Context: an optimization exercise on an open-source flow, tuned for small area, a short achievable clock period and few clock cycles per item. The choices shown serve that exercise and are no tape-out recipe. In this exercise RTL edits were held to simulation tests only and were not proved equivalent to the original. Power is estimated from default activity; no workload was simulated.

==> run a: inputs <==
## layer_fade_ramp_engine
module layer_fade_ramp_engine (
  input  logic        clk,
  input  logic        rst,
  input  logic        cfg_we,
  input  logic [2:0]  cfg_index,
  input  logic [15:0] cfg_data,
  input  logic        in_valid,
  output logic        in_ready,
  input  logic        req_type,
  input  logic [15:0] elapsed_ms,
  input  logic [15:0] req_opacity,
  input  logic [15:0] req_brightness,
  input  logic [15:0] req_saturation,
  input  logic        owner_alive,
  input  logic        modal_active,
  input  logic        layer_is_modal,
  input  logic        closing,
  output logic        out_valid,
  input  logic        out_ready,
  output logic [15:0] out_opacity,
  output logic [15:0] out_brightness,
  output logic [15:0] out_saturation,
  output logic        needs_repaint,
  output logic        stopped
);
  localparam int SD = lfre_pkg::DIV_STAGES;
  localparam int ND = 16 / SD;
  localparam int SP = lfre_pkg::PCT_STAGES;
  localparam int NP = 16 / SP;
  logic        ramp_style;
  logic [15:0] period_ms;
  logic [15:0] duration_ms;
  logic        dim_unresp;
  logic [6:0]  pct_b, pct_s;
  logic        psat_ok;
  logic [15:0] cur_o, cur_b, cur_s;
  logic [15:0] goal_o, goal_b, goal_s;
  logic [15:0] cg_o, cg_b, cg_s;
  logic [15:0] step;
  logic [13:0] st12;
  logic [14:0] st6;
  ...
make LEC_CHECK=0 CAP_MARGIN=20 CORE_MARGIN=2 CORE_UTILIZATION=65 SETUP_SLACK_MARGIN=5 SLEW_MARGIN=20 finish   # period 11.0 ns
run.sh (not shown) runs the stock make flow with config.mk's settings and CLKGATE_MAP_FILE= SYNTH_SCRIPT=/design/flow/synth_recipe.tcl, a recipe that flattens the netlist after the stock synthesis.
==> run b (differences from run a) <==
--- a/flow/design.v
+++ b/flow/design.v
@@ -140,19 +140,19 @@
   logic        psat_ok;
   logic [15:0] cur_o, cur_b, cur_s;
   logic [15:0] goal_o, goal_b, goal_s;
   logic [15:0] cg_o, cg_b, cg_s;
   logic [15:0] step;
-  logic [13:0] st12;
   logic [14:0] st6;
   logic [15:0] tl;
   logic        ov_r, rp_r, stp_r;
-  typedef enum logic [2:0] {E_IDLE, E_SDIV, E_FIX, E_REQ, E_MUL, E_DIV, E_APPLY, E_DONE} eng_t;
+  typedef enum logic [3:0] {E_IDLE, E_SDIV, E_FIX, E_REQ, E_LD1, E_LD2, E_MUL, E_OVF, E_DIV, E_APPLY,
+                            E_DONE} eng_t;
   eng_t        eng;
   logic [15:0] rem, quo, dvs;
   logic [3:0]  cnt;
-  logic [1:0]  r12, r6;
+  logic [1:0]  r6;
   logic [1:0]  ch;
   logic        ovf, pos, srp, dneg;
   logic        ev, evs;
   logic [4:0]  pcnt;
   logic [15:0] qb_sat, qs_sat;
@@ -176,11 +176,12 @@
   assign eq_s      = eff_s == t_s;
   assign eq_all    = eq_o && eq_b && eq_s;
   assign idle      = owner_alive && !closing && !modal_active && eq_all;
   assign pct_need  = in_valid && req_type && (need_pb || need_ps);
   assign pct_done  = pcnt == 5'(NP);
-  assign pct_ok    = !(need_pb || need_ps) || pct_done;
+  assign pct_ok    = !(need_pb || need_ps) || pct_done ||
+                     (!ramp_style && !step_nz && eng == E_IDLE);
   assign out_free  = !ov_r || out_ready;
   assign need_ev   = ramp_style && step_nz;
   assign slow_cond = need_ev && !new_goal && !idle;
   assign pg        = in_valid && req_type && eng == E_IDLE && pct_ok;
   assign ev_go     = pg && need_ev && !ev;
@@ -203,11 +204,11 @@
     else if (pct_need && !pct_done) pcnt <= pcnt + 5'd1;
   end
   logic        st_o, st_b, st_s;
   logic [15:0] sv_o, sv_b, sv_s;
   lfre_slew u_sl_o (.c(cur_o), .t(t_o), .k(step),         .sel_t(st_o), .v(sv_o), .vnz(snz_o));
-  lfre_slew u_sl_b (.c(cur_b), .t(t_b), .k({2'd0, st12}), .sel_t(st_b), .v(sv_b), .vnz());
+  lfre_slew u_sl_b (.c(cur_b), .t(t_b), .k({2'd0, st6[14:1]}), .sel_t(st_b), .v(sv_b), .vnz());
   lfre_slew u_sl_s (.c(eff_s), .t(t_s), .k({1'd0, st6}),  .sel_t(st_s), .v(sv_s), .vnz());
   always_comb begin
     if (!ramp_style)                vnz_o = snz_o;
     else if (duration_ms != 16'd0) vnz_o = cur_o != 16'd0;
     else                            vnz_o = !closing && req_opacity != 16'd0;
@@ -233,24 +234,21 @@
     end
     do_step = !idle && (ramp_style ? new_goal : step_nz);
     vpos    = vnz_o;
   end
   logic [15:0] rem_d, quo_d;
-  logic [13:0] st12_d;
   logic [14:0] st6_d;
-  logic [1:0]  r12_d, r6_d;
+  logic [1:0]  r6_d;
   always_comb begin
     logic [16:0] trial;
     logic [17:0] df;
     logic        ge;
     logic [2:0]  rr;
     int          bi;
     rem_d  = rem;
     quo_d  = quo;
-    st12_d = st12;
     st6_d  = st6;
-    r12_d  = r12;
     r6_d   = r6;
     rr     = '0;
     trial  = '0;
     df     = '0;
     ge     = 1'b0;
@@ -259,15 +257,10 @@
       trial = {rem_d, quo_d[15]};
       df    = {1'b0, trial} - {2'b00, dvs};
       ge    = !df[17];
       rem_d = ge ? df[15:0] : trial[15:0];
       quo_d = {quo_d[14:0], ge};
-      if (bi >= 2) begin
-        rr     = {r12_d, ge};
-        st12_d = {st12_d[12:0], rr >= 3'd3};
-        r12_d  = (rr >= 3'd3) ? 2'(rr - 3'd3) : rr[1:0];
-      end
       if (bi >= 1) begin
         rr    = {r6_d, ge};
         st6_d = {st6_d[13:0], rr >= 3'd3};
         r6_d  = (rr >= 3'd3) ? 2'(rr - 3'd3) : rr[1:0];
       end
@@ -275,38 +268,31 @@
   end
   logic [16:0] tl_d;
   assign tl_d = {1'b0, tl} - {1'b0, elapsed_ms};
   logic [15:0] em1;
   assign em1 = elapsed_ms - 16'd1;
-  logic [16:0] msum;
-  assign msum = {1'b0, rem} + (quo[0] ? {1'b0, dvs} : 17'd0);
-  logic [1:0]  ldch;
-  logic [15:0] ld_g, ld_c;
-  logic [16:0] ld_d, ld_abs;
-  assign ldch = (eng == E_APPLY) ? ch + 2'd1 : 2'd0;
-  always_comb begin
-    case (ldch)
-      2'd0:    begin ld_g = goal_o; ld_c = cg_o; end
-      2'd1:    begin ld_g = goal_b; ld_c = cg_b; end
-      default: begin ld_g = goal_s; ld_c = cg_s; end
-    endcase
-  end
-  assign ld_d   = {1'b0, ld_g} - {1'b0, ld_c};
-  assign ld_abs = ld_d[16] ? 17'(-ld_d) : ld_d;
-  logic [15:0] g_ch;
-  logic [16:0] q_ap;
-  logic signed [18:0] v_ap;
-  logic [15:0] v_apc;
+  logic [15:0] g_ch, c_ch, aa, ab, vc;
+  logic        cin;
+  logic [16:0] asum;
   always_comb begin
     case (ch)
-      2'd0:    g_ch = goal_o;
-      2'd1:    g_ch = goal_b;
-      default: g_ch = goal_s;
+      2'd0:    begin g_ch = goal_o; c_ch = cg_o; end
+      2'd1:    begin g_ch = goal_b; c_ch = cg_b; end
+      default: begin g_ch = goal_s; c_ch = cg_s; end
     endcase
-    q_ap  = (duration_ms == 16'd0) ? 17'd0 : (ovf ? 17'h10000 : {1'b0, quo});
-    v_ap  = $signed({3'b000, g_ch}) + $signed({2'b00, q_ap} ^ {19{!dneg}}) + 19'(!dneg);
-    v_apc = v_ap[18] ? 16'd0 : ((|v_ap[17:16]) ? 16'hFFFF : v_ap[15:0]);
+    case (eng)
+      E_LD1:   begin aa = g_ch; ab = ~c_ch;                cin = 1'b1;  end
+      E_LD2:   begin aa = c_ch; ab = ~g_ch;                cin = 1'b1;  end
+      E_OVF:   begin aa = rem;  ab = ~dvs;                 cin = 1'b1;  end
+      E_APPLY: begin aa = g_ch; ab = dneg ? quo : ~quo;    cin = !dneg; end
+      default: begin aa = rem;  ab = quo[0] ? dvs : 16'd0; cin = 1'b0;  end
+    endcase
+    asum = {1'b0, aa} + {1'b0, ab} + {16'd0, cin};
+    if (duration_ms == 16'd0) vc = g_ch;
+    else if (ovf)             vc = dneg ? 16'hFFFF : 16'd0;
+    else if (dneg)            vc = asum[16] ? 16'hFFFF : asum[15:0];
+    else                      vc = asum[16] ? asum[15:0] : 16'd0;
   end
   always_ff @(posedge clk) begin
     if (rst) begin
       ramp_style  <= 1'b0;
       period_ms   <= 16'd100;
@@ -331,122 +317,122 @@
   always_ff @(posedge clk) begin
     if (rst) begin
       cur_o  <= 16'hFFFF; cur_b  <= 16'hFFFF; cur_s  <= 16'hFFFF;
       goal_o <= 16'hFFFF; goal_b <= 16'hFFFF; goal_s <= 16'hFFFF;
       cg_o   <= 16'hFFFF; cg_b   <= 16'hFFFF; cg_s   <= 16'hFFFF;
-      step <= '0; st12 <= '0; st6 <= '0;
+      step <= '0; st6 <= '0;
       tl   <= '0;
       ov_r <= 1'b0; rp_r <= 1'b0; stp_r <= 1'b0;
       eng  <= E_IDLE;
       cnt  <= '0;
       ch   <= '0;
       ovf  <= 1'b0;
       pos  <= 1'b0;
       srp  <= 1'b0;
       dneg <= 1'b0;
-      r12  <= '0;
       r6   <= '0;
       ev   <= 1'b0;
       evs  <= 1'b0;
     end else begin
       if (out_ready) ov_r <= 1'b0;
       case (eng)
         E_SDIV: begin
           rem  <= rem_d;
           quo  <= quo_d;
-          st12 <= st12_d;
           st6  <= st6_d;
-          r12  <= r12_d;
           r6   <= r6_d;
           cnt  <= cnt + 4'd1;
           if (cnt == 4'(ND - 1)) begin
             step <= quo_d;
             eng  <= (quo_d < 16'd12) ? E_FIX : E_IDLE;
           end
         end
         E_FIX: begin
           step <= 16'd12;
-          st12 <= 14'd1;
           st6  <= 15'd2;
           eng  <= E_IDLE;
         end
         E_REQ: begin
           srp   <= 1'b0;
           cur_s <= eff_s;
           ch    <= 2'd0;
-          cnt   <= '0;
-          rem   <= '0;
-          quo   <= tl;
-          dvs   <= ld_abs[15:0];
-          dneg  <= ld_d[16];
-          eng   <= E_MUL;
+          eng   <= E_LD1;
+        end
+        E_LD1: begin
+          cnt  <= '0;
+          rem  <= '0;
+          quo  <= tl;
+          dvs  <= asum[15:0];
+          dneg <= 1'b0;
+          eng  <= asum[16] ? E_MUL : E_LD2;
+        end
+        E_LD2: begin
+          dvs  <= asum[15:0];
+          dneg <= 1'b1;
+          eng  <= E_MUL;
         end
         E_MUL: begin
-          rem <= msum[16:1];
-          quo <= {msum[0], quo[15:1]};
+          rem <= asum[16:1];
+          quo <= {asum[0], quo[15:1]};
           cnt <= cnt + 4'd1;
           if (cnt == 4'd15) begin
             cnt <= '0;
             dvs <= duration_ms;
-            eng <= E_DIV;
+            eng <= E_OVF;
           end
         end
+        E_OVF: begin
+          ovf <= asum[16];
+          eng <= E_DIV;
+        end
         E_DIV: begin
           rem <= rem_d;
           quo <= quo_d;
           cnt <= cnt + 4'd1;
-          if (cnt == 4'd0) ovf <= rem >= dvs;
           if (cnt == 4'(ND - 1)) eng <= E_APPLY;
         end
         E_APPLY: begin
-          cnt  <= '0;
-          rem  <= '0;
-          quo  <= tl;
-          dvs  <= ld_abs[15:0];
-          dneg <= ld_d[16];
-          if (v_apc != g_ch) srp <= 1'b1;
+          if (vc != g_ch) srp <= 1'b1;
           if (ch == 2'd0) begin
-            cur_o <= v_apc;
-            pos   <= !v_ap[18] && v_ap != 19'sd0;
-            if (v_ap[18] || v_ap == 19'sd0) begin
+            cur_o <= vc;
+            pos   <= vc != 16'd0;
+            if (vc == 16'd0) begin
               eng <= E_DONE;
             end else begin
               ch  <= 2'd1;
-              eng <= E_MUL;
+              eng <= E_LD1;
             end
           end else if (ch == 2'd1) begin
-            cur_b <= v_apc;
+            cur_b <= vc;
             ch    <= 2'd2;
-            eng   <= E_MUL;
+            eng   <= E_LD1;
           end else begin
-            cur_s <= v_apc;
+            cur_s <= vc;
             eng   <= E_DONE;
           end
         end
         default: ;
       endcase
       if (tick_acc) begin
         if (!ramp_style) begin
           tl <= '0;
           if (period_ms == 16'd0 || elapsed_ms >= period_ms) begin
-            step <= 16'hFFFF; st12 <= 14'd5461; st6 <= 15'd10922;
+            step <= 16'hFFFF; st6 <= 15'd10922;
             eng  <= E_IDLE;
           end else if (elapsed_ms == 16'd0) begin
-            step <= 16'd12; st12 <= 14'd1; st6 <= 15'd2;
+            step <= 16'd12; st6 <= 15'd2;
             eng  <= E_IDLE;
           end else begin
             eng <= E_SDIV;
             cnt <= '0;
             rem <= em1;
             quo <= ~em1;
             dvs <= period_ms;
-            r12 <= '0;
             r6  <= '0;
           end
         end else begin
           eng  <= E_IDLE;
-          st12 <= '0;
           st6  <= '0;
           if (tl != 16'd0) begin
             step <= 16'd1;
             tl   <= (tl_d[16] || tl_d == 17'd0) ? 16'd0 : tl_d[15:0];
           end else begin
@@ -464,11 +450,11 @@
         ov_r  <= 1'b1;
         cur_s <= eff_s;
         rp_r  <= 1'b0;
         stp_r <= 1'b0;
         if (do_step) begin
-          step <= '0; st12 <= '0; st6 <= '0;
+          step <= '0; st6 <= '0;
           if (vpos) begin
             cur_o <= v_o;
             cur_b <= v_b;
             cur_s <= v_s;
             rp_r  <= rp_f;
@@ -487,11 +473,11 @@
           goal_s <= t_s;
         end
       end
       if (slow_done) begin
         ov_r  <= 1'b1;
-        step  <= '0; st12 <= '0; st6 <= '0;
+        step  <= '0; st6 <= '0;
         rp_r  <= pos && srp;
         stp_r <= !pos;
         eng   <= E_IDLE;
       end
     end
==> flow/config.mk (replaced) <==
export PLATFORM = sky130hd
export DESIGN_NAME = layer_fade_ramp_engine
export DESIGN_NICKNAME = layer_fade_ramp_engine
export VERILOG_FILES = /design/flow/design.v
export SDC_FILE = /design/flow/constraint.sdc
export NUM_CORES = 4
export LEC_CHECK = 0
export CAP_MARGIN = 30
export CORE_MARGIN = 2
export CORE_UTILIZATION = 45
export SETUP_SLACK_MARGIN = 5
export SLEW_MARGIN = 30
==> summary.md <==
| Metric | Value |
|---|---|
| Met1 Usage GRT | 53.42% |
| Number of DRC markers after the initial detailed-route iteration | 5562 |
| Result of the run | timing/DRC/antenna clean |
| Startpoint of the most critical register-to-register path | eng[3] |
| Flip-flop and latch count after synthesis | 362 |
| Fraction of area in multi-input gates | 67.02% |
| Combinational share of power | 62.3% |
The numbers above come from run b.

==> summary.md <==
| Metric | Value |
|---|---|
| Count of final max-slew check failures | 2 |
| Startpoint of the most critical register-to-register path | pct_s[3] |
| Failing Checks | max-capacitance violations, max-slew violations |
| Max-capacitance violation count | 1 |
| Result of the run | finished with violations |
The numbers above come from run a.

Testbench counts of run a, summed over its fixed seeds: cycles 23,079, items 10,240.
Testbench counts of run b, summed over its fixed seeds: cycles 21,248, items 10,240.

## afterwards: timing with drivers on the ports
Ports are ideal in the flow. The routed layouts listed here were re-timed in OpenROAD.
Step 1, drivers: a clkbuf_16 drives clk and a buf_2 each remaining input, both assumed.
Step 2 also shifts input and output timing later by t, the mid clock arrival at the registers, as if the neighbouring blocks saw the same clock.
Slacks: ideal / step 1 / step 2; pairs: ideal / step 1.
run | t, ns | setup WS [ns] | pins driven straight from the clock port
run a | 0.683 | 3.642 / 3.689 / 3.006 | 1
run b | 0.681 | 4.979 / 5.006 / 4.326 | 1
The setup slack of run b, which loses most, moves by +0.027 ns with the drivers and by -0.653 ns with both steps.
